Background: an optimization exercise with open tools, aiming at small area, a short achievable clock period and few clock cycles per item. Do not read the settings as production practice.
Where RTL was checked, it was by simulation tests only, not by an equivalence proof against the original.
Only the layout flow was run in run 1; the RTL was not checked for function there.
No activity file was given, so power comes from the tool's default toggle rates.

## flow/design.v (module list and top-level ports; edited modules follow where they fit)
// module gemm_top: 1239 lines
module gemm_top (
    input  logic           clk,
    input  logic           rst,
    input  logic           start,
    input  logic           p_wr_en,
    input  logic [1:0]     p_wr_addr,
    input  logic [31:0]    p_wr_data,
    input  logic           q_wr_en,
    input  logic [1:0]     q_wr_addr,
    input  logic [15:0]    q_wr_data,
    input  logic           r_wr_en,
    input  logic [1:0]     r_wr_addr,
    input  logic [127:0]   r_wr_data,
    input  logic           r_rd_en,
    input  logic [1:0]     r_rd_addr,
    output logic           busy,
    output logic           done,
    output logic [127:0]   c_out,
    output logic           c_valid
);
  // ...
==> flow/run.sh <==
#!/bin/bash
# synth_recipe.tcl (not shown) runs the flow's synth.tcl, then flattens the netlist and writes it again
# the make line also repeats each setting of config.mk as NAME=value (left out here)
make -C /OpenROAD-flow-scripts/flow DESIGN_CONFIG=/design/flow/config.mk WORK_HOME=/design/flow/orfs CLKGATE_MAP_FILE= SYNTH_SCRIPT=/design/flow/synth_recipe.tcl finish
==> flow/config.mk <==
export PLATFORM = sky130hd
export DESIGN_NAME = gemm_top
export DESIGN_NICKNAME = gemm_top
export VERILOG_FILES = /design/flow/design.v
export SDC_FILE = /design/flow/constraint.sdc
export NUM_CORES = 4
export LEC_CHECK = 0
export CAP_MARGIN = 20
export CORE_MARGIN = 2
export CORE_UTILIZATION = 40
export SLEW_MARGIN = 20
==> flow/constraint.sdc <==
create_clock -name core_clock -period 5.0 [get_ports {clk}]
set_input_delay 1.0000 -clock core_clock [delete_from_list [all_inputs] [get_ports {clk}]]
set_output_delay 1.0000 -clock core_clock [all_outputs]
set_load 0.01 [all_outputs]
==> metrics.md, run 1 <==
| Metric | Value |
|---|---|
| Critical path required time | about 5.6 ns |
| TAP cells | 1768 |
| Maximum single-stage delay on the critical path | between 0.4 and 0.5 ns |
| Avg Synthesized Cell Area | around 11 sq um |
| Post-cts hold buffer count | 0 |
| Full die area | approximately 0.14 sq mm |
| Comb pwr share | 50.2% |
| Effective utilization at floorplan | around 40% |
| Clock-pin transition on the worst setup and hold timing paths | 0.06 ns |
| Start point of the worst hold path | done_q |
| Largest area contributor in the netlist | sky130_fd_sc_hd__edfxtp_1 |
| Std cell rows | around 130 |
| Startpoint-to-endpoint class of the critical path | in -> reg |
| Number of routed nets with antenna violations | 0 |
| Number of placed instances, taps included | around 7000 |
| Logic depth of the worst register-to-register path | 10 |
| Routing layer with the top usage in global route | met2 |
| Root buf cell | sky130_fd_sc_hd__clkbuf_16 |
| Total half-perimeter wirelength after legalization and detailed placement | ~110000 um |
| Run status | complete, no violations |
| Clock Sinks | approximately 1000 |
| Area post-placement | between 0.05 and 0.06 sq mm |
| Pwr Total | 0.0414 W |
| Met1 Usage GRT | between 20 and 30% |
| Top-count cell post-synth | sky130_fd_sc_hd__nand2_1 |
| Worst R2R Setup Slack | 0.45 ns |
| Final nets | roughly 6000 |
| H-tree depth | 3 |
| Grt met3 use | between 2 and 3% |
| Total negative slack for setup checks | 0 ns |
| Layout Cells excl Fill | just over 7000 |
| Overall global routing resource usage | a little over a fifth |
| Slowest stage cell, crit path | sky130_fd_sc_hd__fa_1 |
| Crit path to | rd_q[62] |
| Clock buffer count | roughly 140 |
| Flip-flop and latch share of the layout cell area | between 40 and 50% |
| Count of flip-flops with a built-in enable after synthesis | between 700 and 800 |
| Flip-flop count of the largest register after layout | between 500 and 600 |
| Post-CTS resize count | 0 |
| Maximum number of pins on one net before global-route repair | 129 |
| Met1 wire length | ~65000 um |
| Synthesis-stage register bit count | about 970 |
| Area growth syn-to-layout | 18.7% |
==> inputs of run 2 (changes only) <==
--- a/flow/design.v
+++ b/flow/design.v
@@ -17,75 +17,90 @@
     output logic           busy,
     output logic           done,
     output logic [127:0]   c_out,
     output logic           c_valid
 );
     logic [31:0]  p_mem [4];
     logic [15:0]  q_mem [4];
     logic [127:0] r_mem [4];
+    logic [7:0]   r_dlt [4];       
     logic [127:0] rd_q;
     logic         rd_v_q;
     logic         busy_q;
     logic         done_q;
-    logic [1:0]   wb_e;     
-    logic [1:0]   s1_g;     
+    logic [1:0]   cnt;      
     logic         p_swap;
     logic         q_swap;
+    logic         wb_en;    
+    logic [1:0]   wb_e;     
+    logic [1:0]   rd_e;     
     always_ff @(posedge clk) begin
         if (rst) begin
             busy_q <= 1'b0;
             done_q <= 1'b0;
-            wb_e   <= 2'd0;
-            s1_g   <= 2'd0;
+            cnt    <= 2'd0;
             rd_v_q <= 1'b0;
         end else begin
             rd_v_q <= r_rd_en & ~busy_q;
             if (busy_q) begin
-                wb_e   <= wb_e + 2'd1;
-                s1_g   <= s1_g + 2'd1;
-                done_q <= (wb_e == 2'd2);
+                cnt    <= cnt + 2'd1;
+                done_q <= (cnt == 2'd2);
                 if (done_q) busy_q <= 1'b0;
             end else if (start) begin
                 busy_q <= 1'b1;
-                wb_e   <= 2'd0;
-                s1_g   <= 2'd1;
+                cnt    <= 2'd0;
             end
         end
     end
     assign busy    = busy_q;
     assign done    = done_q;
     assign c_out   = rd_q;
     assign c_valid = rd_v_q;
-    assign q_swap = busy_q ? (wb_e != 2'd3) : start;
-    assign p_swap = busy_q & ~wb_e[0] & (wb_e != 2'd3);
+    assign q_swap = busy_q ? (cnt != 2'd3) : start;
+    assign p_swap = busy_q & ~cnt[0] & (cnt != 2'd3);
+    assign wb_en  = busy_q;
+    assign wb_e   = cnt;
+    assign rd_e   = cnt + 2'd1;
     always_ff @(posedge clk) begin
         for (int e = 0; e < 4; e++) begin
             if (p_swap)
                 p_mem[e] <= p_mem[e ^ 2];
             else if (p_wr_en && p_wr_addr == 2'(e))
                 p_mem[e] <= p_wr_data;
             if (q_swap)
                 q_mem[e] <= q_mem[e ^ 2];
             else if (q_wr_en && q_wr_addr == 2'(e))
                 q_mem[e] <= q_wr_data;
         end
     end
-    logic [1:0] rd_addr;
-    assign rd_addr = busy_q ? s1_g : (r_rd_en ? r_rd_addr : 2'd0);
-    logic [7:0]   r_dlt [4];       
+    logic [1:0]   rd_addr;
     logic [127:0] rd_raw;
     logic [7:0]   rd_dlt;
     logic [127:0] rd_fix;
-    assign rd_raw = r_mem[rd_addr];
-    assign rd_dlt = r_dlt[rd_addr];
+    assign rd_addr = busy_q ? rd_e : (r_rd_en ? r_rd_addr : 2'd0);
+    assign rd_raw  = r_mem[rd_addr];
+    assign rd_dlt  = r_dlt[rd_addr];
+    logic [17:0] ones [4];
+    logic [17:0] zeros [4];
+    always_comb begin
+        for (int x = 0; x < 4; x++) begin
+            ones[x][0]  = 1'b1;
+            zeros[x][0] = 1'b1;
+            for (int i = 1; i < 18; i++) begin
+                ones[x][i]  = ones[x][i-1] & rd_raw[x*32+14+i-1];
+                zeros[x][i] = zeros[x][i-1] & ~rd_raw[x*32+14+i-1];
+            end
+        end
+    end
     always_comb begin
         for (int x = 0; x < 4; x++) begin
-            rd_fix[x*32 +: 14] = rd_raw[x*32 +: 14];
-            rd_fix[x*32+14 +: 18] = rd_raw[x*32+14 +: 18] + {{17{rd_dlt[2*x]}}, rd_dlt[2*x+1] | rd_dlt[2*x]};
+            rd_fix[x*32 +: 14]    = rd_raw[x*32 +: 14];
+            for (int i = 0; i < 18; i++)
+                rd_fix[x*32+14+i] = rd_raw[x*32+14+i] ^ ((rd_dlt[2*x+1] & ones[x][i]) | (rd_dlt[2*x] & zeros[x][i]));
         end
     end
     always_ff @(posedge clk) begin
         rd_q <= rd_fix;
     end
     logic e000_o0, e000_t0, e000_n0, e000_o1, e000_t1, e000_n1;
     logic e001_o0, e001_t0, e001_n0, e001_o1, e001_t1, e001_n1;
     logic e010_o0, e010_t0, e010_n0, e010_o1, e010_t1, e010_n1;
@@ -949,292 +964,280 @@
     assign s1x3_195 = s1x3_72 ^ s1x3_184 ^ s1x3_193;
     assign s1x3_196 = (s1x3_72 & s1x3_184) | (s1x3_72 & s1x3_193) | (s1x3_184 & s1x3_193);
     assign s1x3_197 = s1x3_186 ^ s1x3_195 ^ s1x3_188;
     assign s1x3_198 = (s1x3_186 & s1x3_195) | (s1x3_186 & s1x3_188) | (s1x3_195 & s1x3_188);
     assign s1x3_199 = s1x3_190 ^ s1x3_197;
     assign s1x3_200 = s1x3_190 & s1x3_197;
     assign s1x3_201 = s1x3_194 ^ s1x3_196 ^ s1x3_198;
     assign s1x3_202 = (s1x3_194 & s1x3_196) | (s1x3_194 & s1x3_198) | (s1x3_196 & s1x3_198);
-    logic cs_q [4][14][2];
+    logic a1_q_0_0_0, a1_q_0_0_1, a1_q_0_1_0, a1_q_0_1_1, a1_q_0_2_0, a1_q_0_2_1, a1_q_0_3_0, a1_q_0_3_1, a1_q_0_4_0, a1_q_0_4_1, a1_q_0_5_0, a1_q_0_5_1, a1_q_0_6_0, a1_q_0_6_1, a1_q_0_7_0, a1_q_0_7_1, a1_q_0_8_0, a1_q_0_8_1, a1_q_0_9_0, a1_q_0_9_1, a1_q_0_10_0, a1_q_0_10_1, a1_q_0_11_0, a1_q_0_11_1, a1_q_0_12_0, a1_q_1_0_0, a1_q_1_0_1, a1_q_1_1_0, a1_q_1_1_1, a1_q_1_2_0, a1_q_1_2_1, a1_q_1_3_0, a1_q_1_3_1, a1_q_1_4_0, a1_q_1_4_1, a1_q_1_5_0, a1_q_1_5_1, a1_q_1_6_0, a1_q_1_6_1, a1_q_1_7_0, a1_q_1_7_1, a1_q_1_8_0, a1_q_1_8_1, a1_q_1_9_0, a1_q_1_9_1, a1_q_1_10_0, a1_q_1_10_1, a1_q_1_11_0, a1_q_1_11_1, a1_q_1_12_0, a1_q_2_0_0, a1_q_2_0_1, a1_q_2_1_0, a1_q_2_1_1, a1_q_2_2_0, a1_q_2_2_1, a1_q_2_3_0, a1_q_2_3_1, a1_q_2_4_0, a1_q_2_4_1, a1_q_2_5_0, a1_q_2_5_1, a1_q_2_6_0, a1_q_2_6_1, a1_q_2_7_0, a1_q_2_7_1, a1_q_2_8_0, a1_q_2_8_1, a1_q_2_9_0, a1_q_2_9_1, a1_q_2_10_0, a1_q_2_10_1, a1_q_2_11_0, a1_q_2_11_1, a1_q_2_12_0, a1_q_3_0_0, a1_q_3_0_1, a1_q_3_1_0, a1_q_3_1_1, a1_q_3_2_0, a1_q_3_2_1, a1_q_3_3_0, a1_q_3_3_1, a1_q_3_4_0, a1_q_3_4_1, a1_q_3_5_0, a1_q_3_5_1, a1_q_3_6_0, a1_q_3_6_1, a1_q_3_7_0, a1_q_3_7_1, a1_q_3_8_0, a1_q_3_8_1, a1_q_3_9_0, a1_q_3_9_1, a1_q_3_10_0, a1_q_3_10_1, a1_q_3_11_0, a1_q_3_11_1, a1_q_3_12_0;
     always_ff @(posedge clk) begin
-        cs_q[0][0][0] <= s1x0_75;
-        cs_q[0][0][1] <= s1x0_77;
-        cs_q[0][1][0] <= s1x0_83;
-        cs_q[0][1][1] <= s1x0_81;
-        cs_q[0][2][0] <= s1x0_95;
-        cs_q[0][2][1] <= s1x0_97;
-        cs_q[0][3][0] <= s1x0_111;
-        cs_q[0][3][1] <= s1x0_109;
-        cs_q[0][4][0] <= s1x0_125;
-        cs_q[0][4][1] <= s1x0_123;
-        cs_q[0][5][0] <= s1x0_137;
-        cs_q[0][5][1] <= s1x0_139;
-        cs_q[0][6][0] <= s1x0_140;
-        cs_q[0][6][1] <= s1x0_153;
-        cs_q[0][7][0] <= s1x0_154;
-        cs_q[0][7][1] <= s1x0_167;
-        cs_q[0][8][0] <= s1x0_168;
-        cs_q[0][8][1] <= s1x0_181;
-        cs_q[0][9][0] <= s1x0_182;
-        cs_q[0][9][1] <= s1x0_191;
-        cs_q[0][10][0] <= s1x0_199;
-        cs_q[0][10][1] <= s1x0_192;
-        cs_q[0][11][0] <= s1x0_200;
-        cs_q[0][11][1] <= s1x0_201;
-        cs_q[0][12][0] <= s1x0_202;
-        cs_q[0][12][1] <= 1'b0;
-        cs_q[0][13][0] <= 1'b0;
-        cs_q[0][13][1] <= 1'b0;
-        cs_q[1][0][0] <= s1x1_75;
-        cs_q[1][0][1] <= s1x1_77;
-        cs_q[1][1][0] <= s1x1_83;
-        cs_q[1][1][1] <= s1x1_81;
-        cs_q[1][2][0] <= s1x1_95;
-        cs_q[1][2][1] <= s1x1_97;
-        cs_q[1][3][0] <= s1x1_111;
-        cs_q[1][3][1] <= s1x1_109;
-        cs_q[1][4][0] <= s1x1_125;
-        cs_q[1][4][1] <= s1x1_123;
-        cs_q[1][5][0] <= s1x1_137;
-        cs_q[1][5][1] <= s1x1_139;
-        cs_q[1][6][0] <= s1x1_140;
-        cs_q[1][6][1] <= s1x1_153;
-        cs_q[1][7][0] <= s1x1_154;
-        cs_q[1][7][1] <= s1x1_167;
-        cs_q[1][8][0] <= s1x1_168;
-        cs_q[1][8][1] <= s1x1_181;
-        cs_q[1][9][0] <= s1x1_182;
-        cs_q[1][9][1] <= s1x1_191;
-        cs_q[1][10][0] <= s1x1_199;
-        cs_q[1][10][1] <= s1x1_192;
-        cs_q[1][11][0] <= s1x1_200;
-        cs_q[1][11][1] <= s1x1_201;
-        cs_q[1][12][0] <= s1x1_202;
-        cs_q[1][12][1] <= 1'b0;
-        cs_q[1][13][0] <= 1'b0;
-        cs_q[1][13][1] <= 1'b0;
-        cs_q[2][0][0] <= s1x2_75;
-        cs_q[2][0][1] <= s1x2_77;
-        cs_q[2][1][0] <= s1x2_83;
-        cs_q[2][1][1] <= s1x2_81;
-        cs_q[2][2][0] <= s1x2_95;
-        cs_q[2][2][1] <= s1x2_97;
-        cs_q[2][3][0] <= s1x2_111;
-        cs_q[2][3][1] <= s1x2_109;
-        cs_q[2][4][0] <= s1x2_125;
-        cs_q[2][4][1] <= s1x2_123;
-        cs_q[2][5][0] <= s1x2_137;
-        cs_q[2][5][1] <= s1x2_139;
-        cs_q[2][6][0] <= s1x2_140;
-        cs_q[2][6][1] <= s1x2_153;
-        cs_q[2][7][0] <= s1x2_154;
-        cs_q[2][7][1] <= s1x2_167;
-        cs_q[2][8][0] <= s1x2_168;
-        cs_q[2][8][1] <= s1x2_181;
-        cs_q[2][9][0] <= s1x2_182;
-        cs_q[2][9][1] <= s1x2_191;
-        cs_q[2][10][0] <= s1x2_199;
-        cs_q[2][10][1] <= s1x2_192;
-        cs_q[2][11][0] <= s1x2_200;
-        cs_q[2][11][1] <= s1x2_201;
-        cs_q[2][12][0] <= s1x2_202;
-        cs_q[2][12][1] <= 1'b0;
-        cs_q[2][13][0] <= 1'b0;
-        cs_q[2][13][1] <= 1'b0;
-        cs_q[3][0][0] <= s1x3_75;
-        cs_q[3][0][1] <= s1x3_77;
-        cs_q[3][1][0] <= s1x3_83;
-        cs_q[3][1][1] <= s1x3_81;
-        cs_q[3][2][0] <= s1x3_95;
-        cs_q[3][2][1] <= s1x3_97;
-        cs_q[3][3][0] <= s1x3_111;
-        cs_q[3][3][1] <= s1x3_109;
-        cs_q[3][4][0] <= s1x3_125;
-        cs_q[3][4][1] <= s1x3_123;
-        cs_q[3][5][0] <= s1x3_137;
-        cs_q[3][5][1] <= s1x3_139;
-        cs_q[3][6][0] <= s1x3_140;
-        cs_q[3][6][1] <= s1x3_153;
-        cs_q[3][7][0] <= s1x3_154;
-        cs_q[3][7][1] <= s1x3_167;
-        cs_q[3][8][0] <= s1x3_168;
-        cs_q[3][8][1] <= s1x3_181;
-        cs_q[3][9][0] <= s1x3_182;
-        cs_q[3][9][1] <= s1x3_191;
-        cs_q[3][10][0] <= s1x3_199;
-        cs_q[3][10][1] <= s1x3_192;
-        cs_q[3][11][0] <= s1x3_200;
-        cs_q[3][11][1] <= s1x3_201;
-        cs_q[3][12][0] <= s1x3_202;
-        cs_q[3][12][1] <= 1'b0;
-        cs_q[3][13][0] <= 1'b0;
-        cs_q[3][13][1] <= 1'b0;
+        a1_q_0_0_0 <= s1x0_75;
+        a1_q_0_0_1 <= s1x0_77;
+        a1_q_0_1_0 <= s1x0_83;
+        a1_q_0_1_1 <= s1x0_81;
+        a1_q_0_2_0 <= s1x0_95;
+        a1_q_0_2_1 <= s1x0_97;
+        a1_q_0_3_0 <= s1x0_111;
+        a1_q_0_3_1 <= s1x0_109;
+        a1_q_0_4_0 <= s1x0_125;
+        a1_q_0_4_1 <= s1x0_123;
+        a1_q_0_5_0 <= s1x0_137;
+        a1_q_0_5_1 <= s1x0_139;
+        a1_q_0_6_0 <= s1x0_140;
+        a1_q_0_6_1 <= s1x0_153;
+        a1_q_0_7_0 <= s1x0_154;
+        a1_q_0_7_1 <= s1x0_167;
+        a1_q_0_8_0 <= s1x0_168;
+        a1_q_0_8_1 <= s1x0_181;
+        a1_q_0_9_0 <= s1x0_182;
+        a1_q_0_9_1 <= s1x0_191;
+        a1_q_0_10_0 <= s1x0_199;
+        a1_q_0_10_1 <= s1x0_192;
+        a1_q_0_11_0 <= s1x0_200;
+        a1_q_0_11_1 <= s1x0_201;
+        a1_q_0_12_0 <= s1x0_202;
+        a1_q_1_0_0 <= s1x1_75;
+        a1_q_1_0_1 <= s1x1_77;
+        a1_q_1_1_0 <= s1x1_83;
+        a1_q_1_1_1 <= s1x1_81;
+        a1_q_1_2_0 <= s1x1_95;
+        a1_q_1_2_1 <= s1x1_97;
+        a1_q_1_3_0 <= s1x1_111;
+        a1_q_1_3_1 <= s1x1_109;
+        a1_q_1_4_0 <= s1x1_125;
+        a1_q_1_4_1 <= s1x1_123;
+        a1_q_1_5_0 <= s1x1_137;
+        a1_q_1_5_1 <= s1x1_139;
+        a1_q_1_6_0 <= s1x1_140;
+        a1_q_1_6_1 <= s1x1_153;
+        a1_q_1_7_0 <= s1x1_154;
+        a1_q_1_7_1 <= s1x1_167;
+        a1_q_1_8_0 <= s1x1_168;
+        a1_q_1_8_1 <= s1x1_181;
+        a1_q_1_9_0 <= s1x1_182;
+        a1_q_1_9_1 <= s1x1_191;
+        a1_q_1_10_0 <= s1x1_199;
+        a1_q_1_10_1 <= s1x1_192;
+        a1_q_1_11_0 <= s1x1_200;
+        a1_q_1_11_1 <= s1x1_201;
+        a1_q_1_12_0 <= s1x1_202;
+        a1_q_2_0_0 <= s1x2_75;
+        a1_q_2_0_1 <= s1x2_77;
+        a1_q_2_1_0 <= s1x2_83;
+        a1_q_2_1_1 <= s1x2_81;
+        a1_q_2_2_0 <= s1x2_95;
+        a1_q_2_2_1 <= s1x2_97;
+        a1_q_2_3_0 <= s1x2_111;
+        a1_q_2_3_1 <= s1x2_109;
+        a1_q_2_4_0 <= s1x2_125;
+        a1_q_2_4_1 <= s1x2_123;
+        a1_q_2_5_0 <= s1x2_137;
+        a1_q_2_5_1 <= s1x2_139;
+        a1_q_2_6_0 <= s1x2_140;
+        a1_q_2_6_1 <= s1x2_153;
+        a1_q_2_7_0 <= s1x2_154;
+        a1_q_2_7_1 <= s1x2_167;
+        a1_q_2_8_0 <= s1x2_168;
+        a1_q_2_8_1 <= s1x2_181;
+        a1_q_2_9_0 <= s1x2_182;
+        a1_q_2_9_1 <= s1x2_191;
+        a1_q_2_10_0 <= s1x2_199;
+        a1_q_2_10_1 <= s1x2_192;
+        a1_q_2_11_0 <= s1x2_200;
+        a1_q_2_11_1 <= s1x2_201;
+        a1_q_2_12_0 <= s1x2_202;
+        a1_q_3_0_0 <= s1x3_75;
+        a1_q_3_0_1 <= s1x3_77;
+        a1_q_3_1_0 <= s1x3_83;
+        a1_q_3_1_1 <= s1x3_81;
+        a1_q_3_2_0 <= s1x3_95;
+        a1_q_3_2_1 <= s1x3_97;
+        a1_q_3_3_0 <= s1x3_111;
+        a1_q_3_3_1 <= s1x3_109;
+        a1_q_3_4_0 <= s1x3_125;
+        a1_q_3_4_1 <= s1x3_123;
+        a1_q_3_5_0 <= s1x3_137;
+        a1_q_3_5_1 <= s1x3_139;
+        a1_q_3_6_0 <= s1x3_140;
+        a1_q_3_6_1 <= s1x3_153;
+        a1_q_3_7_0 <= s1x3_154;
+        a1_q_3_7_1 <= s1x3_167;
+        a1_q_3_8_0 <= s1x3_168;
+        a1_q_3_8_1 <= s1x3_181;
+        a1_q_3_9_0 <= s1x3_182;
+        a1_q_3_9_1 <= s1x3_191;
+        a1_q_3_10_0 <= s1x3_199;
+        a1_q_3_10_1 <= s1x3_192;
+        a1_q_3_11_0 <= s1x3_200;
+        a1_q_3_11_1 <= s1x3_201;
+        a1_q_3_12_0 <= s1x3_202;
     end
     logic [127:0] wb_sum;
     logic [7:0]   wb_dlt;    
-    logic s2x0_1, s2x0_2, s2x0_3, s2x0_4, s2x0_5, s2x0_6, s2x0_7, s2x0_8, s2x0_9, s2x0_10, s2x0_11, s2x0_12, s2x0_13, s2x0_14, s2x0_15, s2x0_16, s2x0_17, s2x0_18, s2x0_19, s2x0_20, s2x0_21, s2x0_22, s2x0_23, s2x0_24, s2x0_25, s2x0_26, s2x0_27, s2x0_28, s2x0_29, s2x0_30, s2x0_31, s2x0_32;
-    assign s2x0_1 = cs_q[0][0][0] ^ cs_q[0][0][1];
-    assign s2x0_2 = cs_q[0][0][0] & cs_q[0][0][1];
-    assign s2x0_3 = cs_q[0][1][0] ^ cs_q[0][1][1] ^ rd_q[1];
-    assign s2x0_4 = (cs_q[0][1][0] & cs_q[0][1][1]) | (cs_q[0][1][0] & rd_q[1]) | (cs_q[0][1][1] & rd_q[1]);
-    assign s2x0_5 = cs_q[0][2][0] ^ cs_q[0][2][1] ^ rd_q[2];
-    assign s2x0_6 = (cs_q[0][2][0] & cs_q[0][2][1]) | (cs_q[0][2][0] & rd_q[2]) | (cs_q[0][2][1] & rd_q[2]);
-    assign s2x0_7 = cs_q[0][3][0] ^ cs_q[0][3][1] ^ rd_q[3];
-    assign s2x0_8 = (cs_q[0][3][0] & cs_q[0][3][1]) | (cs_q[0][3][0] & rd_q[3]) | (cs_q[0][3][1] & rd_q[3]);
-    assign s2x0_9 = cs_q[0][4][0] ^ cs_q[0][4][1] ^ rd_q[4];
-    assign s2x0_10 = (cs_q[0][4][0] & cs_q[0][4][1]) | (cs_q[0][4][0] & rd_q[4]) | (cs_q[0][4][1] & rd_q[4]);
-    assign s2x0_11 = cs_q[0][5][0] ^ cs_q[0][5][1] ^ rd_q[5];
-    assign s2x0_12 = (cs_q[0][5][0] & cs_q[0][5][1]) | (cs_q[0][5][0] & rd_q[5]) | (cs_q[0][5][1] & rd_q[5]);
-    assign s2x0_13 = cs_q[0][6][0] ^ cs_q[0][6][1] ^ rd_q[6];
-    assign s2x0_14 = (cs_q[0][6][0] & cs_q[0][6][1]) | (cs_q[0][6][0] & rd_q[6]) | (cs_q[0][6][1] & rd_q[6]);
-    assign s2x0_15 = cs_q[0][7][0] ^ cs_q[0][7][1] ^ rd_q[7];
-    assign s2x0_16 = (cs_q[0][7][0] & cs_q[0][7][1]) | (cs_q[0][7][0] & rd_q[7]) | (cs_q[0][7][1] & rd_q[7]);
-    assign s2x0_17 = cs_q[0][8][0] ^ cs_q[0][8][1] ^ rd_q[8];
-    assign s2x0_18 = (cs_q[0][8][0] & cs_q[0][8][1]) | (cs_q[0][8][0] & rd_q[8]) | (cs_q[0][8][1] & rd_q[8]);
-    assign s2x0_19 = cs_q[0][9][0] ^ cs_q[0][9][1] ^ rd_q[9];
-    assign s2x0_20 = (cs_q[0][9][0] & cs_q[0][9][1]) | (cs_q[0][9][0] & rd_q[9]) | (cs_q[0][9][1] & rd_q[9]);
-    assign s2x0_21 = 1'b1 ^ cs_q[0][10][0] ^ cs_q[0][10][1];
-    assign s2x0_22 = (1'b1 & cs_q[0][10][0]) | (1'b1 & cs_q[0][10][1]) | (cs_q[0][10][0] & cs_q[0][10][1]);
-    assign s2x0_23 = rd_q[10] ^ s2x0_20;
-    assign s2x0_24 = rd_q[10] & s2x0_20;
-    assign s2x0_25 = 1'b1 ^ cs_q[0][11][0] ^ cs_q[0][11][1];
-    assign s2x0_26 = (1'b1 & cs_q[0][11][0]) | (1'b1 & cs_q[0][11][1]) | (cs_q[0][11][0] & cs_q[0][11][1]);
-    assign s2x0_27 = rd_q[11] ^ s2x0_22 ^ s2x0_25;
-    assign s2x0_28 = (rd_q[11] & s2x0_22) | (rd_q[11] & s2x0_25) | (s2x0_22 & s2x0_25);
-    assign s2x0_29 = cs_q[0][12][0] ^ rd_q[12] ^ s2x0_26;
-    assign s2x0_30 = (cs_q[0][12][0] & rd_q[12]) | (cs_q[0][12][0] & s2x0_26) | (rd_q[12] & s2x0_26);
-    assign s2x0_31 = 1'b1 ^ rd_q[13];
-    assign s2x0_32 = 1'b1 & rd_q[13];
+    logic wbx0_1, wbx0_2, wbx0_3, wbx0_4, wbx0_5, wbx0_6, wbx0_7, wbx0_8, wbx0_9, wbx0_10, wbx0_11, wbx0_12, wbx0_13, wbx0_14, wbx0_15, wbx0_16, wbx0_17, wbx0_18, wbx0_19, wbx0_20, wbx0_21, wbx0_22, wbx0_23, wbx0_24, wbx0_25, wbx0_26, wbx0_27, wbx0_28, wbx0_29, wbx0_30, wbx0_31, wbx0_32;
+    assign wbx0_1 = a1_q_0_0_0 ^ a1_q_0_0_1;
+    assign wbx0_2 = a1_q_0_0_0 & a1_q_0_0_1;
+    assign wbx0_3 = a1_q_0_1_0 ^ a1_q_0_1_1 ^ rd_q[1];
+    assign wbx0_4 = (a1_q_0_1_0 & a1_q_0_1_1) | (a1_q_0_1_0 & rd_q[1]) | (a1_q_0_1_1 & rd_q[1]);
+    assign wbx0_5 = a1_q_0_2_0 ^ a1_q_0_2_1 ^ rd_q[2];
+    assign wbx0_6 = (a1_q_0_2_0 & a1_q_0_2_1) | (a1_q_0_2_0 & rd_q[2]) | (a1_q_0_2_1 & rd_q[2]);
+    assign wbx0_7 = a1_q_0_3_0 ^ a1_q_0_3_1 ^ rd_q[3];
+    assign wbx0_8 = (a1_q_0_3_0 & a1_q_0_3_1) | (a1_q_0_3_0 & rd_q[3]) | (a1_q_0_3_1 & rd_q[3]);
+    assign wbx0_9 = a1_q_0_4_0 ^ a1_q_0_4_1 ^ rd_q[4];
+    assign wbx0_10 = (a1_q_0_4_0 & a1_q_0_4_1) | (a1_q_0_4_0 & rd_q[4]) | (a1_q_0_4_1 & rd_q[4]);
+    assign wbx0_11 = a1_q_0_5_0 ^ a1_q_0_5_1 ^ rd_q[5];
+    assign wbx0_12 = (a1_q_0_5_0 & a1_q_0_5_1) | (a1_q_0_5_0 & rd_q[5]) | (a1_q_0_5_1 & rd_q[5]);
+    assign wbx0_13 = a1_q_0_6_0 ^ a1_q_0_6_1 ^ rd_q[6];
+    assign wbx0_14 = (a1_q_0_6_0 & a1_q_0_6_1) | (a1_q_0_6_0 & rd_q[6]) | (a1_q_0_6_1 & rd_q[6]);
+    assign wbx0_15 = a1_q_0_7_0 ^ a1_q_0_7_1 ^ rd_q[7];
+    assign wbx0_16 = (a1_q_0_7_0 & a1_q_0_7_1) | (a1_q_0_7_0 & rd_q[7]) | (a1_q_0_7_1 & rd_q[7]);
+    assign wbx0_17 = a1_q_0_8_0 ^ a1_q_0_8_1 ^ rd_q[8];
+    assign wbx0_18 = (a1_q_0_8_0 & a1_q_0_8_1) | (a1_q_0_8_0 & rd_q[8]) | (a1_q_0_8_1 & rd_q[8]);
+    assign wbx0_19 = a1_q_0_9_0 ^ a1_q_0_9_1 ^ rd_q[9];
+    assign wbx0_20 = (a1_q_0_9_0 & a1_q_0_9_1) | (a1_q_0_9_0 & rd_q[9]) | (a1_q_0_9_1 & rd_q[9]);
+    assign wbx0_21 = 1'b1 ^ a1_q_0_10_0 ^ a1_q_0_10_1;
+    assign wbx0_22 = (1'b1 & a1_q_0_10_0) | (1'b1 & a1_q_0_10_1) | (a1_q_0_10_0 & a1_q_0_10_1);
+    assign wbx0_23 = rd_q[10] ^ wbx0_20;
+    assign wbx0_24 = rd_q[10] & wbx0_20;
+    assign wbx0_25 = 1'b1 ^ a1_q_0_11_0 ^ a1_q_0_11_1;
+    assign wbx0_26 = (1'b1 & a1_q_0_11_0) | (1'b1 & a1_q_0_11_1) | (a1_q_0_11_0 & a1_q_0_11_1);
+    assign wbx0_27 = rd_q[11] ^ wbx0_22 ^ wbx0_25;
+    assign wbx0_28 = (rd_q[11] & wbx0_22) | (rd_q[11] & wbx0_25) | (wbx0_22 & wbx0_25);
+    assign wbx0_29 = a1_q_0_12_0 ^ rd_q[12] ^ wbx0_26;
+    assign wbx0_30 = (a1_q_0_12_0 & rd_q[12]) | (a1_q_0_12_0 & wbx0_26) | (rd_q[12] & wbx0_26);
+    assign wbx0_31 = 1'b1 ^ rd_q[13];
+    assign wbx0_32 = 1'b1 & rd_q[13];
     logic [15:0] t0, ra0, rb0;
-    assign ra0 = {1'b0, s2x0_32, s2x0_31, s2x0_28, s2x0_24, s2x0_21, s2x0_18, s2x0_16, s2x0_14, s2x0_12, s2x0_10, s2x0_8, s2x0_6, s2x0_4, s2x0_2, rd_q[0]};
-    assign rb0 = {1'b0, 1'b0, s2x0_30, s2x0_29, s2x0_27, s2x0_23, s2x0_19, s2x0_17, s2x0_15, s2x0_13, s2x0_11, s2x0_9, s2x0_7, s2x0_5, s2x0_3, s2x0_1};
+    assign ra0 = {1'b0, wbx0_32, wbx0_31, wbx0_28, wbx0_24, wbx0_21, wbx0_18, wbx0_16, wbx0_14, wbx0_12, wbx0_10, wbx0_8, wbx0_6, wbx0_4, wbx0_2, rd_q[0]};
+    assign rb0 = {1'b0, 1'b0, wbx0_30, wbx0_29, wbx0_27, wbx0_23, wbx0_19, wbx0_17, wbx0_15, wbx0_13, wbx0_11, wbx0_9, wbx0_7, wbx0_5, wbx0_3, wbx0_1};
     assign t0 = ra0 + rb0;
     assign wb_sum[0+:32] = {rd_q[14+:18], t0[13:0]};
     assign wb_dlt[0+:2] = {t0[15], ~t0[15] & ~t0[14]};
-    logic s2x1_1, s2x1_2, s2x1_3, s2x1_4, s2x1_5, s2x1_6, s2x1_7, s2x1_8, s2x1_9, s2x1_10, s2x1_11, s2x1_12, s2x1_13, s2x1_14, s2x1_15, s2x1_16, s2x1_17, s2x1_18, s2x1_19, s2x1_20, s2x1_21, s2x1_22, s2x1_23, s2x1_24, s2x1_25, s2x1_26, s2x1_27, s2x1_28, s2x1_29, s2x1_30, s2x1_31, s2x1_32;
-    assign s2x1_1 = cs_q[1][0][0] ^ cs_q[1][0][1];
-    assign s2x1_2 = cs_q[1][0][0] & cs_q[1][0][1];
-    assign s2x1_3 = cs_q[1][1][0] ^ cs_q[1][1][1] ^ rd_q[33];
-    assign s2x1_4 = (cs_q[1][1][0] & cs_q[1][1][1]) | (cs_q[1][1][0] & rd_q[33]) | (cs_q[1][1][1] & rd_q[33]);
-    assign s2x1_5 = cs_q[1][2][0] ^ cs_q[1][2][1] ^ rd_q[34];
-    assign s2x1_6 = (cs_q[1][2][0] & cs_q[1][2][1]) | (cs_q[1][2][0] & rd_q[34]) | (cs_q[1][2][1] & rd_q[34]);
-    assign s2x1_7 = cs_q[1][3][0] ^ cs_q[1][3][1] ^ rd_q[35];
-    assign s2x1_8 = (cs_q[1][3][0] & cs_q[1][3][1]) | (cs_q[1][3][0] & rd_q[35]) | (cs_q[1][3][1] & rd_q[35]);
-    assign s2x1_9 = cs_q[1][4][0] ^ cs_q[1][4][1] ^ rd_q[36];
-    assign s2x1_10 = (cs_q[1][4][0] & cs_q[1][4][1]) | (cs_q[1][4][0] & rd_q[36]) | (cs_q[1][4][1] & rd_q[36]);
-    assign s2x1_11 = cs_q[1][5][0] ^ cs_q[1][5][1] ^ rd_q[37];
-    assign s2x1_12 = (cs_q[1][5][0] & cs_q[1][5][1]) | (cs_q[1][5][0] & rd_q[37]) | (cs_q[1][5][1] & rd_q[37]);
-    assign s2x1_13 = cs_q[1][6][0] ^ cs_q[1][6][1] ^ rd_q[38];
-    assign s2x1_14 = (cs_q[1][6][0] & cs_q[1][6][1]) | (cs_q[1][6][0] & rd_q[38]) | (cs_q[1][6][1] & rd_q[38]);
-    assign s2x1_15 = cs_q[1][7][0] ^ cs_q[1][7][1] ^ rd_q[39];
-    assign s2x1_16 = (cs_q[1][7][0] & cs_q[1][7][1]) | (cs_q[1][7][0] & rd_q[39]) | (cs_q[1][7][1] & rd_q[39]);
-    assign s2x1_17 = cs_q[1][8][0] ^ cs_q[1][8][1] ^ rd_q[40];
-    assign s2x1_18 = (cs_q[1][8][0] & cs_q[1][8][1]) | (cs_q[1][8][0] & rd_q[40]) | (cs_q[1][8][1] & rd_q[40]);
-    assign s2x1_19 = cs_q[1][9][0] ^ cs_q[1][9][1] ^ rd_q[41];
-    assign s2x1_20 = (cs_q[1][9][0] & cs_q[1][9][1]) | (cs_q[1][9][0] & rd_q[41]) | (cs_q[1][9][1] & rd_q[41]);
-    assign s2x1_21 = 1'b1 ^ cs_q[1][10][0] ^ cs_q[1][10][1];
-    assign s2x1_22 = (1'b1 & cs_q[1][10][0]) | (1'b1 & cs_q[1][10][1]) | (cs_q[1][10][0] & cs_q[1][10][1]);
-    assign s2x1_23 = rd_q[42] ^ s2x1_20;
-    assign s2x1_24 = rd_q[42] & s2x1_20;
-    assign s2x1_25 = 1'b1 ^ cs_q[1][11][0] ^ cs_q[1][11][1];
-    assign s2x1_26 = (1'b1 & cs_q[1][11][0]) | (1'b1 & cs_q[1][11][1]) | (cs_q[1][11][0] & cs_q[1][11][1]);
-    assign s2x1_27 = rd_q[43] ^ s2x1_22 ^ s2x1_25;
-    assign s2x1_28 = (rd_q[43] & s2x1_22) | (rd_q[43] & s2x1_25) | (s2x1_22 & s2x1_25);
-    assign s2x1_29 = cs_q[1][12][0] ^ rd_q[44] ^ s2x1_26;
-    assign s2x1_30 = (cs_q[1][12][0] & rd_q[44]) | (cs_q[1][12][0] & s2x1_26) | (rd_q[44] & s2x1_26);
-    assign s2x1_31 = 1'b1 ^ rd_q[45];
-    assign s2x1_32 = 1'b1 & rd_q[45];
+    logic wbx1_1, wbx1_2, wbx1_3, wbx1_4, wbx1_5, wbx1_6, wbx1_7, wbx1_8, wbx1_9, wbx1_10, wbx1_11, wbx1_12, wbx1_13, wbx1_14, wbx1_15, wbx1_16, wbx1_17, wbx1_18, wbx1_19, wbx1_20, wbx1_21, wbx1_22, wbx1_23, wbx1_24, wbx1_25, wbx1_26, wbx1_27, wbx1_28, wbx1_29, wbx1_30, wbx1_31, wbx1_32;
+    assign wbx1_1 = a1_q_1_0_0 ^ a1_q_1_0_1;
+    assign wbx1_2 = a1_q_1_0_0 & a1_q_1_0_1;
+    assign wbx1_3 = a1_q_1_1_0 ^ a1_q_1_1_1 ^ rd_q[33];
+    assign wbx1_4 = (a1_q_1_1_0 & a1_q_1_1_1) | (a1_q_1_1_0 & rd_q[33]) | (a1_q_1_1_1 & rd_q[33]);
+    assign wbx1_5 = a1_q_1_2_0 ^ a1_q_1_2_1 ^ rd_q[34];
+    assign wbx1_6 = (a1_q_1_2_0 & a1_q_1_2_1) | (a1_q_1_2_0 & rd_q[34]) | (a1_q_1_2_1 & rd_q[34]);
+    assign wbx1_7 = a1_q_1_3_0 ^ a1_q_1_3_1 ^ rd_q[35];
+    assign wbx1_8 = (a1_q_1_3_0 & a1_q_1_3_1) | (a1_q_1_3_0 & rd_q[35]) | (a1_q_1_3_1 & rd_q[35]);
+    assign wbx1_9 = a1_q_1_4_0 ^ a1_q_1_4_1 ^ rd_q[36];
+    assign wbx1_10 = (a1_q_1_4_0 & a1_q_1_4_1) | (a1_q_1_4_0 & rd_q[36]) | (a1_q_1_4_1 & rd_q[36]);
+    assign wbx1_11 = a1_q_1_5_0 ^ a1_q_1_5_1 ^ rd_q[37];
+    assign wbx1_12 = (a1_q_1_5_0 & a1_q_1_5_1) | (a1_q_1_5_0 & rd_q[37]) | (a1_q_1_5_1 & rd_q[37]);
+    assign wbx1_13 = a1_q_1_6_0 ^ a1_q_1_6_1 ^ rd_q[38];
+    assign wbx1_14 = (a1_q_1_6_0 & a1_q_1_6_1) | (a1_q_1_6_0 & rd_q[38]) | (a1_q_1_6_1 & rd_q[38]);
+    assign wbx1_15 = a1_q_1_7_0 ^ a1_q_1_7_1 ^ rd_q[39];
+    assign wbx1_16 = (a1_q_1_7_0 & a1_q_1_7_1) | (a1_q_1_7_0 & rd_q[39]) | (a1_q_1_7_1 & rd_q[39]);
+    assign wbx1_17 = a1_q_1_8_0 ^ a1_q_1_8_1 ^ rd_q[40];
+    assign wbx1_18 = (a1_q_1_8_0 & a1_q_1_8_1) | (a1_q_1_8_0 & rd_q[40]) | (a1_q_1_8_1 & rd_q[40]);
+    assign wbx1_19 = a1_q_1_9_0 ^ a1_q_1_9_1 ^ rd_q[41];
+    assign wbx1_20 = (a1_q_1_9_0 & a1_q_1_9_1) | (a1_q_1_9_0 & rd_q[41]) | (a1_q_1_9_1 & rd_q[41]);
+    assign wbx1_21 = 1'b1 ^ a1_q_1_10_0 ^ a1_q_1_10_1;
+    assign wbx1_22 = (1'b1 & a1_q_1_10_0) | (1'b1 & a1_q_1_10_1) | (a1_q_1_10_0 & a1_q_1_10_1);
+    assign wbx1_23 = rd_q[42] ^ wbx1_20;
+    assign wbx1_24 = rd_q[42] & wbx1_20;
+    assign wbx1_25 = 1'b1 ^ a1_q_1_11_0 ^ a1_q_1_11_1;
+    assign wbx1_26 = (1'b1 & a1_q_1_11_0) | (1'b1 & a1_q_1_11_1) | (a1_q_1_11_0 & a1_q_1_11_1);
+    assign wbx1_27 = rd_q[43] ^ wbx1_22 ^ wbx1_25;
+    assign wbx1_28 = (rd_q[43] & wbx1_22) | (rd_q[43] & wbx1_25) | (wbx1_22 & wbx1_25);
+    assign wbx1_29 = a1_q_1_12_0 ^ rd_q[44] ^ wbx1_26;
+    assign wbx1_30 = (a1_q_1_12_0 & rd_q[44]) | (a1_q_1_12_0 & wbx1_26) | (rd_q[44] & wbx1_26);
+    assign wbx1_31 = 1'b1 ^ rd_q[45];
+    assign wbx1_32 = 1'b1 & rd_q[45];
     logic [15:0] t1, ra1, rb1;
-    assign ra1 = {1'b0, s2x1_32, s2x1_31, s2x1_28, s2x1_24, s2x1_21, s2x1_18, s2x1_16, s2x1_14, s2x1_12, s2x1_10, s2x1_8, s2x1_6, s2x1_4, s2x1_2, rd_q[32]};
-    assign rb1 = {1'b0, 1'b0, s2x1_30, s2x1_29, s2x1_27, s2x1_23, s2x1_19, s2x1_17, s2x1_15, s2x1_13, s2x1_11, s2x1_9, s2x1_7, s2x1_5, s2x1_3, s2x1_1};
+    assign ra1 = {1'b0, wbx1_32, wbx1_31, wbx1_28, wbx1_24, wbx1_21, wbx1_18, wbx1_16, wbx1_14, wbx1_12, wbx1_10, wbx1_8, wbx1_6, wbx1_4, wbx1_2, rd_q[32]};
+    assign rb1 = {1'b0, 1'b0, wbx1_30, wbx1_29, wbx1_27, wbx1_23, wbx1_19, wbx1_17, wbx1_15, wbx1_13, wbx1_11, wbx1_9, wbx1_7, wbx1_5, wbx1_3, wbx1_1};
     assign t1 = ra1 + rb1;
     assign wb_sum[32+:32] = {rd_q[46+:18], t1[13:0]};
     assign wb_dlt[2+:2] = {t1[15], ~t1[15] & ~t1[14]};
-    logic s2x2_1, s2x2_2, s2x2_3, s2x2_4, s2x2_5, s2x2_6, s2x2_7, s2x2_8, s2x2_9, s2x2_10, s2x2_11, s2x2_12, s2x2_13, s2x2_14, s2x2_15, s2x2_16, s2x2_17, s2x2_18, s2x2_19, s2x2_20, s2x2_21, s2x2_22, s2x2_23, s2x2_24, s2x2_25, s2x2_26, s2x2_27, s2x2_28, s2x2_29, s2x2_30, s2x2_31, s2x2_32;
-    assign s2x2_1 = cs_q[2][0][0] ^ cs_q[2][0][1];
-    assign s2x2_2 = cs_q[2][0][0] & cs_q[2][0][1];
-    assign s2x2_3 = cs_q[2][1][0] ^ cs_q[2][1][1] ^ rd_q[65];
-    assign s2x2_4 = (cs_q[2][1][0] & cs_q[2][1][1]) | (cs_q[2][1][0] & rd_q[65]) | (cs_q[2][1][1] & rd_q[65]);
-    assign s2x2_5 = cs_q[2][2][0] ^ cs_q[2][2][1] ^ rd_q[66];
-    assign s2x2_6 = (cs_q[2][2][0] & cs_q[2][2][1]) | (cs_q[2][2][0] & rd_q[66]) | (cs_q[2][2][1] & rd_q[66]);
-    assign s2x2_7 = cs_q[2][3][0] ^ cs_q[2][3][1] ^ rd_q[67];
-    assign s2x2_8 = (cs_q[2][3][0] & cs_q[2][3][1]) | (cs_q[2][3][0] & rd_q[67]) | (cs_q[2][3][1] & rd_q[67]);
-    assign s2x2_9 = cs_q[2][4][0] ^ cs_q[2][4][1] ^ rd_q[68];
-    assign s2x2_10 = (cs_q[2][4][0] & cs_q[2][4][1]) | (cs_q[2][4][0] & rd_q[68]) | (cs_q[2][4][1] & rd_q[68]);
-    assign s2x2_11 = cs_q[2][5][0] ^ cs_q[2][5][1] ^ rd_q[69];
-    assign s2x2_12 = (cs_q[2][5][0] & cs_q[2][5][1]) | (cs_q[2][5][0] & rd_q[69]) | (cs_q[2][5][1] & rd_q[69]);
-    assign s2x2_13 = cs_q[2][6][0] ^ cs_q[2][6][1] ^ rd_q[70];
-    assign s2x2_14 = (cs_q[2][6][0] & cs_q[2][6][1]) | (cs_q[2][6][0] & rd_q[70]) | (cs_q[2][6][1] & rd_q[70]);
-    assign s2x2_15 = cs_q[2][7][0] ^ cs_q[2][7][1] ^ rd_q[71];
-    assign s2x2_16 = (cs_q[2][7][0] & cs_q[2][7][1]) | (cs_q[2][7][0] & rd_q[71]) | (cs_q[2][7][1] & rd_q[71]);
-    assign s2x2_17 = cs_q[2][8][0] ^ cs_q[2][8][1] ^ rd_q[72];
-    assign s2x2_18 = (cs_q[2][8][0] & cs_q[2][8][1]) | (cs_q[2][8][0] & rd_q[72]) | (cs_q[2][8][1] & rd_q[72]);
-    assign s2x2_19 = cs_q[2][9][0] ^ cs_q[2][9][1] ^ rd_q[73];
-    assign s2x2_20 = (cs_q[2][9][0] & cs_q[2][9][1]) | (cs_q[2][9][0] & rd_q[73]) | (cs_q[2][9][1] & rd_q[73]);
-    assign s2x2_21 = 1'b1 ^ cs_q[2][10][0] ^ cs_q[2][10][1];
-    assign s2x2_22 = (1'b1 & cs_q[2][10][0]) | (1'b1 & cs_q[2][10][1]) | (cs_q[2][10][0] & cs_q[2][10][1]);
-    assign s2x2_23 = rd_q[74] ^ s2x2_20;
-    assign s2x2_24 = rd_q[74] & s2x2_20;
-    assign s2x2_25 = 1'b1 ^ cs_q[2][11][0] ^ cs_q[2][11][1];
-    assign s2x2_26 = (1'b1 & cs_q[2][11][0]) | (1'b1 & cs_q[2][11][1]) | (cs_q[2][11][0] & cs_q[2][11][1]);
-    assign s2x2_27 = rd_q[75] ^ s2x2_22 ^ s2x2_25;
-    assign s2x2_28 = (rd_q[75] & s2x2_22) | (rd_q[75] & s2x2_25) | (s2x2_22 & s2x2_25);
-    assign s2x2_29 = cs_q[2][12][0] ^ rd_q[76] ^ s2x2_26;
-    assign s2x2_30 = (cs_q[2][12][0] & rd_q[76]) | (cs_q[2][12][0] & s2x2_26) | (rd_q[76] & s2x2_26);
-    assign s2x2_31 = 1'b1 ^ rd_q[77];
-    assign s2x2_32 = 1'b1 & rd_q[77];
+    logic wbx2_1, wbx2_2, wbx2_3, wbx2_4, wbx2_5, wbx2_6, wbx2_7, wbx2_8, wbx2_9, wbx2_10, wbx2_11, wbx2_12, wbx2_13, wbx2_14, wbx2_15, wbx2_16, wbx2_17, wbx2_18, wbx2_19, wbx2_20, wbx2_21, wbx2_22, wbx2_23, wbx2_24, wbx2_25, wbx2_26, wbx2_27, wbx2_28, wbx2_29, wbx2_30, wbx2_31, wbx2_32;
+    assign wbx2_1 = a1_q_2_0_0 ^ a1_q_2_0_1;
+    assign wbx2_2 = a1_q_2_0_0 & a1_q_2_0_1;
+    assign wbx2_3 = a1_q_2_1_0 ^ a1_q_2_1_1 ^ rd_q[65];
+    assign wbx2_4 = (a1_q_2_1_0 & a1_q_2_1_1) | (a1_q_2_1_0 & rd_q[65]) | (a1_q_2_1_1 & rd_q[65]);
+    assign wbx2_5 = a1_q_2_2_0 ^ a1_q_2_2_1 ^ rd_q[66];
+    assign wbx2_6 = (a1_q_2_2_0 & a1_q_2_2_1) | (a1_q_2_2_0 & rd_q[66]) | (a1_q_2_2_1 & rd_q[66]);
+    assign wbx2_7 = a1_q_2_3_0 ^ a1_q_2_3_1 ^ rd_q[67];
+    assign wbx2_8 = (a1_q_2_3_0 & a1_q_2_3_1) | (a1_q_2_3_0 & rd_q[67]) | (a1_q_2_3_1 & rd_q[67]);
+    assign wbx2_9 = a1_q_2_4_0 ^ a1_q_2_4_1 ^ rd_q[68];
+    assign wbx2_10 = (a1_q_2_4_0 & a1_q_2_4_1) | (a1_q_2_4_0 & rd_q[68]) | (a1_q_2_4_1 & rd_q[68]);
+    assign wbx2_11 = a1_q_2_5_0 ^ a1_q_2_5_1 ^ rd_q[69];
+    assign wbx2_12 = (a1_q_2_5_0 & a1_q_2_5_1) | (a1_q_2_5_0 & rd_q[69]) | (a1_q_2_5_1 & rd_q[69]);
+    assign wbx2_13 = a1_q_2_6_0 ^ a1_q_2_6_1 ^ rd_q[70];
+    assign wbx2_14 = (a1_q_2_6_0 & a1_q_2_6_1) | (a1_q_2_6_0 & rd_q[70]) | (a1_q_2_6_1 & rd_q[70]);
+    assign wbx2_15 = a1_q_2_7_0 ^ a1_q_2_7_1 ^ rd_q[71];
+    assign wbx2_16 = (a1_q_2_7_0 & a1_q_2_7_1) | (a1_q_2_7_0 & rd_q[71]) | (a1_q_2_7_1 & rd_q[71]);
+    assign wbx2_17 = a1_q_2_8_0 ^ a1_q_2_8_1 ^ rd_q[72];
+    assign wbx2_18 = (a1_q_2_8_0 & a1_q_2_8_1) | (a1_q_2_8_0 & rd_q[72]) | (a1_q_2_8_1 & rd_q[72]);
+    assign wbx2_19 = a1_q_2_9_0 ^ a1_q_2_9_1 ^ rd_q[73];
+    assign wbx2_20 = (a1_q_2_9_0 & a1_q_2_9_1) | (a1_q_2_9_0 & rd_q[73]) | (a1_q_2_9_1 & rd_q[73]);
+    assign wbx2_21 = 1'b1 ^ a1_q_2_10_0 ^ a1_q_2_10_1;
+    assign wbx2_22 = (1'b1 & a1_q_2_10_0) | (1'b1 & a1_q_2_10_1) | (a1_q_2_10_0 & a1_q_2_10_1);
+    assign wbx2_23 = rd_q[74] ^ wbx2_20;
+    assign wbx2_24 = rd_q[74] & wbx2_20;
+    assign wbx2_25 = 1'b1 ^ a1_q_2_11_0 ^ a1_q_2_11_1;
+    assign wbx2_26 = (1'b1 & a1_q_2_11_0) | (1'b1 & a1_q_2_11_1) | (a1_q_2_11_0 & a1_q_2_11_1);
+    assign wbx2_27 = rd_q[75] ^ wbx2_22 ^ wbx2_25;
+    assign wbx2_28 = (rd_q[75] & wbx2_22) | (rd_q[75] & wbx2_25) | (wbx2_22 & wbx2_25);
+    assign wbx2_29 = a1_q_2_12_0 ^ rd_q[76] ^ wbx2_26;
+    assign wbx2_30 = (a1_q_2_12_0 & rd_q[76]) | (a1_q_2_12_0 & wbx2_26) | (rd_q[76] & wbx2_26);
+    assign wbx2_31 = 1'b1 ^ rd_q[77];
+    assign wbx2_32 = 1'b1 & rd_q[77];
     logic [15:0] t2, ra2, rb2;
-    assign ra2 = {1'b0, s2x2_32, s2x2_31, s2x2_28, s2x2_24, s2x2_21, s2x2_18, s2x2_16, s2x2_14, s2x2_12, s2x2_10, s2x2_8, s2x2_6, s2x2_4, s2x2_2, rd_q[64]};
-    assign rb2 = {1'b0, 1'b0, s2x2_30, s2x2_29, s2x2_27, s2x2_23, s2x2_19, s2x2_17, s2x2_15, s2x2_13, s2x2_11, s2x2_9, s2x2_7, s2x2_5, s2x2_3, s2x2_1};
+    assign ra2 = {1'b0, wbx2_32, wbx2_31, wbx2_28, wbx2_24, wbx2_21, wbx2_18, wbx2_16, wbx2_14, wbx2_12, wbx2_10, wbx2_8, wbx2_6, wbx2_4, wbx2_2, rd_q[64]};
+    assign rb2 = {1'b0, 1'b0, wbx2_30, wbx2_29, wbx2_27, wbx2_23, wbx2_19, wbx2_17, wbx2_15, wbx2_13, wbx2_11, wbx2_9, wbx2_7, wbx2_5, wbx2_3, wbx2_1};
     assign t2 = ra2 + rb2;
     assign wb_sum[64+:32] = {rd_q[78+:18], t2[13:0]};
     assign wb_dlt[4+:2] = {t2[15], ~t2[15] & ~t2[14]};
-    logic s2x3_1, s2x3_2, s2x3_3, s2x3_4, s2x3_5, s2x3_6, s2x3_7, s2x3_8, s2x3_9, s2x3_10, s2x3_11, s2x3_12, s2x3_13, s2x3_14, s2x3_15, s2x3_16, s2x3_17, s2x3_18, s2x3_19, s2x3_20, s2x3_21, s2x3_22, s2x3_23, s2x3_24, s2x3_25, s2x3_26, s2x3_27, s2x3_28, s2x3_29, s2x3_30, s2x3_31, s2x3_32;
-    assign s2x3_1 = cs_q[3][0][0] ^ cs_q[3][0][1];
-    assign s2x3_2 = cs_q[3][0][0] & cs_q[3][0][1];
-    assign s2x3_3 = cs_q[3][1][0] ^ cs_q[3][1][1] ^ rd_q[97];
-    assign s2x3_4 = (cs_q[3][1][0] & cs_q[3][1][1]) | (cs_q[3][1][0] & rd_q[97]) | (cs_q[3][1][1] & rd_q[97]);
-    assign s2x3_5 = cs_q[3][2][0] ^ cs_q[3][2][1] ^ rd_q[98];
-    assign s2x3_6 = (cs_q[3][2][0] & cs_q[3][2][1]) | (cs_q[3][2][0] & rd_q[98]) | (cs_q[3][2][1] & rd_q[98]);
-    assign s2x3_7 = cs_q[3][3][0] ^ cs_q[3][3][1] ^ rd_q[99];
-    assign s2x3_8 = (cs_q[3][3][0] & cs_q[3][3][1]) | (cs_q[3][3][0] & rd_q[99]) | (cs_q[3][3][1] & rd_q[99]);
-    assign s2x3_9 = cs_q[3][4][0] ^ cs_q[3][4][1] ^ rd_q[100];
-    assign s2x3_10 = (cs_q[3][4][0] & cs_q[3][4][1]) | (cs_q[3][4][0] & rd_q[100]) | (cs_q[3][4][1] & rd_q[100]);
-    assign s2x3_11 = cs_q[3][5][0] ^ cs_q[3][5][1] ^ rd_q[101];
-    assign s2x3_12 = (cs_q[3][5][0] & cs_q[3][5][1]) | (cs_q[3][5][0] & rd_q[101]) | (cs_q[3][5][1] & rd_q[101]);
-    assign s2x3_13 = cs_q[3][6][0] ^ cs_q[3][6][1] ^ rd_q[102];
-    assign s2x3_14 = (cs_q[3][6][0] & cs_q[3][6][1]) | (cs_q[3][6][0] & rd_q[102]) | (cs_q[3][6][1] & rd_q[102]);
-    assign s2x3_15 = cs_q[3][7][0] ^ cs_q[3][7][1] ^ rd_q[103];
-    assign s2x3_16 = (cs_q[3][7][0] & cs_q[3][7][1]) | (cs_q[3][7][0] & rd_q[103]) | (cs_q[3][7][1] & rd_q[103]);
-    assign s2x3_17 = cs_q[3][8][0] ^ cs_q[3][8][1] ^ rd_q[104];
-    assign s2x3_18 = (cs_q[3][8][0] & cs_q[3][8][1]) | (cs_q[3][8][0] & rd_q[104]) | (cs_q[3][8][1] & rd_q[104]);
-    assign s2x3_19 = cs_q[3][9][0] ^ cs_q[3][9][1] ^ rd_q[105];
-    assign s2x3_20 = (cs_q[3][9][0] & cs_q[3][9][1]) | (cs_q[3][9][0] & rd_q[105]) | (cs_q[3][9][1] & rd_q[105]);
-    assign s2x3_21 = 1'b1 ^ cs_q[3][10][0] ^ cs_q[3][10][1];
-    assign s2x3_22 = (1'b1 & cs_q[3][10][0]) | (1'b1 & cs_q[3][10][1]) | (cs_q[3][10][0] & cs_q[3][10][1]);
-    assign s2x3_23 = rd_q[106] ^ s2x3_20;
-    assign s2x3_24 = rd_q[106] & s2x3_20;
-    assign s2x3_25 = 1'b1 ^ cs_q[3][11][0] ^ cs_q[3][11][1];
-    assign s2x3_26 = (1'b1 & cs_q[3][11][0]) | (1'b1 & cs_q[3][11][1]) | (cs_q[3][11][0] & cs_q[3][11][1]);
-    assign s2x3_27 = rd_q[107] ^ s2x3_22 ^ s2x3_25;
-    assign s2x3_28 = (rd_q[107] & s2x3_22) | (rd_q[107] & s2x3_25) | (s2x3_22 & s2x3_25);
-    assign s2x3_29 = cs_q[3][12][0] ^ rd_q[108] ^ s2x3_26;
-    assign s2x3_30 = (cs_q[3][12][0] & rd_q[108]) | (cs_q[3][12][0] & s2x3_26) | (rd_q[108] & s2x3_26);
-    assign s2x3_31 = 1'b1 ^ rd_q[109];
-    assign s2x3_32 = 1'b1 & rd_q[109];
+    logic wbx3_1, wbx3_2, wbx3_3, wbx3_4, wbx3_5, wbx3_6, wbx3_7, wbx3_8, wbx3_9, wbx3_10, wbx3_11, wbx3_12, wbx3_13, wbx3_14, wbx3_15, wbx3_16, wbx3_17, wbx3_18, wbx3_19, wbx3_20, wbx3_21, wbx3_22, wbx3_23, wbx3_24, wbx3_25, wbx3_26, wbx3_27, wbx3_28, wbx3_29, wbx3_30, wbx3_31, wbx3_32;
+    assign wbx3_1 = a1_q_3_0_0 ^ a1_q_3_0_1;
+    assign wbx3_2 = a1_q_3_0_0 & a1_q_3_0_1;
+    assign wbx3_3 = a1_q_3_1_0 ^ a1_q_3_1_1 ^ rd_q[97];
+    assign wbx3_4 = (a1_q_3_1_0 & a1_q_3_1_1) | (a1_q_3_1_0 & rd_q[97]) | (a1_q_3_1_1 & rd_q[97]);
+    assign wbx3_5 = a1_q_3_2_0 ^ a1_q_3_2_1 ^ rd_q[98];
+    assign wbx3_6 = (a1_q_3_2_0 & a1_q_3_2_1) | (a1_q_3_2_0 & rd_q[98]) | (a1_q_3_2_1 & rd_q[98]);
+    assign wbx3_7 = a1_q_3_3_0 ^ a1_q_3_3_1 ^ rd_q[99];
+    assign wbx3_8 = (a1_q_3_3_0 & a1_q_3_3_1) | (a1_q_3_3_0 & rd_q[99]) | (a1_q_3_3_1 & rd_q[99]);
+    assign wbx3_9 = a1_q_3_4_0 ^ a1_q_3_4_1 ^ rd_q[100];
+    assign wbx3_10 = (a1_q_3_4_0 & a1_q_3_4_1) | (a1_q_3_4_0 & rd_q[100]) | (a1_q_3_4_1 & rd_q[100]);
+    assign wbx3_11 = a1_q_3_5_0 ^ a1_q_3_5_1 ^ rd_q[101];
+    assign wbx3_12 = (a1_q_3_5_0 & a1_q_3_5_1) | (a1_q_3_5_0 & rd_q[101]) | (a1_q_3_5_1 & rd_q[101]);
+    assign wbx3_13 = a1_q_3_6_0 ^ a1_q_3_6_1 ^ rd_q[102];
+    assign wbx3_14 = (a1_q_3_6_0 & a1_q_3_6_1) | (a1_q_3_6_0 & rd_q[102]) | (a1_q_3_6_1 & rd_q[102]);
+    assign wbx3_15 = a1_q_3_7_0 ^ a1_q_3_7_1 ^ rd_q[103];
+    assign wbx3_16 = (a1_q_3_7_0 & a1_q_3_7_1) | (a1_q_3_7_0 & rd_q[103]) | (a1_q_3_7_1 & rd_q[103]);
+    assign wbx3_17 = a1_q_3_8_0 ^ a1_q_3_8_1 ^ rd_q[104];
+    assign wbx3_18 = (a1_q_3_8_0 & a1_q_3_8_1) | (a1_q_3_8_0 & rd_q[104]) | (a1_q_3_8_1 & rd_q[104]);
+    assign wbx3_19 = a1_q_3_9_0 ^ a1_q_3_9_1 ^ rd_q[105];
+    assign wbx3_20 = (a1_q_3_9_0 & a1_q_3_9_1) | (a1_q_3_9_0 & rd_q[105]) | (a1_q_3_9_1 & rd_q[105]);
+    assign wbx3_21 = 1'b1 ^ a1_q_3_10_0 ^ a1_q_3_10_1;
+    assign wbx3_22 = (1'b1 & a1_q_3_10_0) | (1'b1 & a1_q_3_10_1) | (a1_q_3_10_0 & a1_q_3_10_1);
+    assign wbx3_23 = rd_q[106] ^ wbx3_20;
+    assign wbx3_24 = rd_q[106] & wbx3_20;
+    assign wbx3_25 = 1'b1 ^ a1_q_3_11_0 ^ a1_q_3_11_1;
+    assign wbx3_26 = (1'b1 & a1_q_3_11_0) | (1'b1 & a1_q_3_11_1) | (a1_q_3_11_0 & a1_q_3_11_1);
+    assign wbx3_27 = rd_q[107] ^ wbx3_22 ^ wbx3_25;
+    assign wbx3_28 = (rd_q[107] & wbx3_22) | (rd_q[107] & wbx3_25) | (wbx3_22 & wbx3_25);
+    assign wbx3_29 = a1_q_3_12_0 ^ rd_q[108] ^ wbx3_26;
+    assign wbx3_30 = (a1_q_3_12_0 & rd_q[108]) | (a1_q_3_12_0 & wbx3_26) | (rd_q[108] & wbx3_26);
+    assign wbx3_31 = 1'b1 ^ rd_q[109];
+    assign wbx3_32 = 1'b1 & rd_q[109];
     logic [15:0] t3, ra3, rb3;
-    assign ra3 = {1'b0, s2x3_32, s2x3_31, s2x3_28, s2x3_24, s2x3_21, s2x3_18, s2x3_16, s2x3_14, s2x3_12, s2x3_10, s2x3_8, s2x3_6, s2x3_4, s2x3_2, rd_q[96]};
-    assign rb3 = {1'b0, 1'b0, s2x3_30, s2x3_29, s2x3_27, s2x3_23, s2x3_19, s2x3_17, s2x3_15, s2x3_13, s2x3_11, s2x3_9, s2x3_7, s2x3_5, s2x3_3, s2x3_1};
+    assign ra3 = {1'b0, wbx3_32, wbx3_31, wbx3_28, wbx3_24, wbx3_21, wbx3_18, wbx3_16, wbx3_14, wbx3_12, wbx3_10, wbx3_8, wbx3_6, wbx3_4, wbx3_2, rd_q[96]};
+    assign rb3 = {1'b0, 1'b0, wbx3_30, wbx3_29, wbx3_27, wbx3_23, wbx3_19, wbx3_17, wbx3_15, wbx3_13, wbx3_11, wbx3_9, wbx3_7, wbx3_5, wbx3_3, wbx3_1};
     assign t3 = ra3 + rb3;
     assign wb_sum[96+:32] = {rd_q[110+:18], t3[13:0]};
     assign wb_dlt[6+:2] = {t3[15], ~t3[15] & ~t3[14]};
     logic [127:0] r_wdata;
     assign r_wdata = busy_q ? wb_sum : r_wr_data;
     always_ff @(posedge clk) begin
         for (int e = 0; e < 4; e++) begin
-            if (busy_q ? (wb_e == 2'(e)) : (r_wr_en && r_wr_addr == 2'(e))) begin
+            if (busy_q ? (wb_en && wb_e == 2'(e)) : (r_wr_en && r_wr_addr == 2'(e))) begin
                 r_mem[e] <= r_wdata;
                 r_dlt[e] <= busy_q ? wb_dlt : 8'd0;
             end
         end
     end
 endmodule
==> run 2 against run 1 <==
  * Power decreased by 3.8%
  * Die area increased by 3.7%
  * Synthesized cell count increased by 8.3%
  * Worst hold slack improved by 0.033 ns
  * Clock skew increased by 0.0038 ns
  * Sequential power about the same
  * Worst setup slack improved by 0.27 ns
  * Cell area increased by 0.98%
  * Critical path depth decreased by 5
  * Combinational power decreased by 4%
  * Non-clock buffer count decreased by 92
  * First-iteration DRC count decreased by 0.20%
  * Critical path type is now reg -> reg
  * Largest cell class unchanged
  * Largest power group unchanged
==> metrics.md, run 2 <==
| Metric | Value |
|---|---|
| Run status | complete, no violations |
| Number of placed instances, taps included | 7130 (+3.8%) |
| Layout Cells excl Fill | 7325 (+3.7%) |
| Largest area contributor in the netlist | sky130_fd_sc_hd__edfxtp_1 |
| Clock Sinks | 969 (-0.21%) |
| Post-CTS resize count | 0 (unchanged) |
| Launching element of the worst setup path | q_mem[1][2] |
| Start point of the worst hold path | p_mem[3][26] |
| Buffers on Ports | around 320 |
| Post-cts hold buffer count | 0 (unchanged) |
| Top-count cell post-synth | sky130_fd_sc_hd__nand2_1 |
| Startpoint-to-endpoint class of the critical path | reg -> reg |
| Aggregate global routing overflow | 0 |
| Seq pwr share | between 30 and 40% |
| Maximum number of pins on one net before global-route repair | 161 (+25%) |
| Switching power share of the total | 40.2% |
| Std cell rows | 136 (+1.5%) |
| Total half-perimeter wirelength after legalization and detailed placement | 117000 um (+12%) |
| Distinct cell type count of the synthesized netlist | 92 |
| Overall global routing resource usage | 22.4% (+1.4 points) |
| Count of flip-flops with a built-in enable after synthesis | 736 (unchanged) |
| Full die area | 0.142 sq mm (+3.7%) |
| Synthesis-stage register bit count | 969 (-0.21%) |
| Effective utilization at floorplan | 40.3% (+0.12 points) |
| Area growth syn-to-layout | 15.5% |
| Area post-placement | 0.0607 sq mm (+1.6%) |
| H-tree depth | 3 (unchanged) |
| Avg Synthesized Cell Area | 10.5 sq um (-4.2%) |
| Count of fill cells added during filler insertion | about 13000 |
| Root buf cell | sky130_fd_sc_hd__clkbuf_16 |
| Drt first-iter violations | approximately 3500 |
| Comb pwr share | 49.9% (-0.3 points) |
| Number of routed nets with antenna violations | 0 (unchanged) |
| Pwr Total | 0.0398 W (-3.8%) |
-- run 2: layout make-up --
class	count	share of cell area (%)
Sequential cell	969	41.8
Clock inverter	46	0.728
Timing Repair Buffer	456	7.00
Inverter	295	1.73
Multi-Input combinational cell	3616	40.7
Clock buffer	149	4.61
Tap cell	1794	3.50
-- run 2: path summary, 6_finish.rpt --
kind	to	slack, ns	cells after the start
worst max-delay path	a1_q_0_6_1	0.70	11
worst min-delay path	p_mem[1][26]	0.51	1
worst max register to register	a1_q_0_6_1	0.70	11
worst min register to register	p_mem[1][26]	0.51	1
-- run 2: stage by stage --
step / TNS [ns] / util, %
detailed placement: 0 / 44.1
CTS: 0 / 46.6
global placement: 0 / 44.1
finish: 0 / 46.6
global route: 0 / 46.6
floorplan: -127.20 / -
-- run 2: logic make-up (layout without fill, tap and decap cells) --
group | after synthesis | in the layout | share of synthesized area, %
compound gates | 1131 | 1131 | 12.8
xor+xnor | 256 | 256 | 4.04
fa+ha+maj | 434 | 434 | 13.1
buf+inv | 688 | 946 | 5.01
flops | 969 | 969 | 48.2
mux | 171 | 171 | 3.43
simple gates | 1624 | 1624 | 13.3
-- run 2: power by group through the flow --
| stage | clock network (W) | registers [W] | logic [W] |
|---|---|---|---|
| floorplan | 0 | 0.0119 | 0.0135 |
| global placement | 0 | 0.0124 | 0.0195 |
| detailed placement | 0 | 0.0124 | 0.0200 |
| CTS | 0.00780 | 0.0123 | 0.0201 |
| global route | 0.00812 | 0.0124 | 0.0224 |
| finish | 0.00766 | 0.0123 | 0.0199 |
-- run 2: routing by layer --
layer / vias to the layer above / track usage [%] / wire, um
met5: - / 0 / 0
met4: 0 / 8.48 / 6280
met3: 276 / 3.34 / 10400
met2: 1380 / 36.7 / 76400
met1: 19900 / 30.1 / 69000
li1: 18800 / - / -
-- run 2: worst max-delay path, cell delays in order, from the launching register on --
cell	delay [ns]
sky130_fd_sc_hd__edfxtp_1	0.88
sky130_fd_sc_hd__buf_4	0.40
sky130_fd_sc_hd__nand2_1	0.18
sky130_fd_sc_hd__o21ai_0	0.18
sky130_fd_sc_hd__a21oi_1	0.12
sky130_fd_sc_hd__fa_1	0.52
sky130_fd_sc_hd__inv_1	0.06
sky130_fd_sc_hd__fa_1	0.46
sky130_fd_sc_hd__fa_1	0.52
sky130_fd_sc_hd__fa_1	0.56
sky130_fd_sc_hd__inv_1	0.05
sky130_fd_sc_hd__ha_1	0.27
Testbench counts of run 2, summed over its fixed seeds: cycles 3,488, jobs 384.

Check on run 2: ideal ports give 0.699 ns setup slack; a clkbuf_16 on the clock port and buf_2 on the inputs give 0.699 ns; moving port delays by the midpoint clock arrival (0.802 ns) as well gives 0.420 ns.
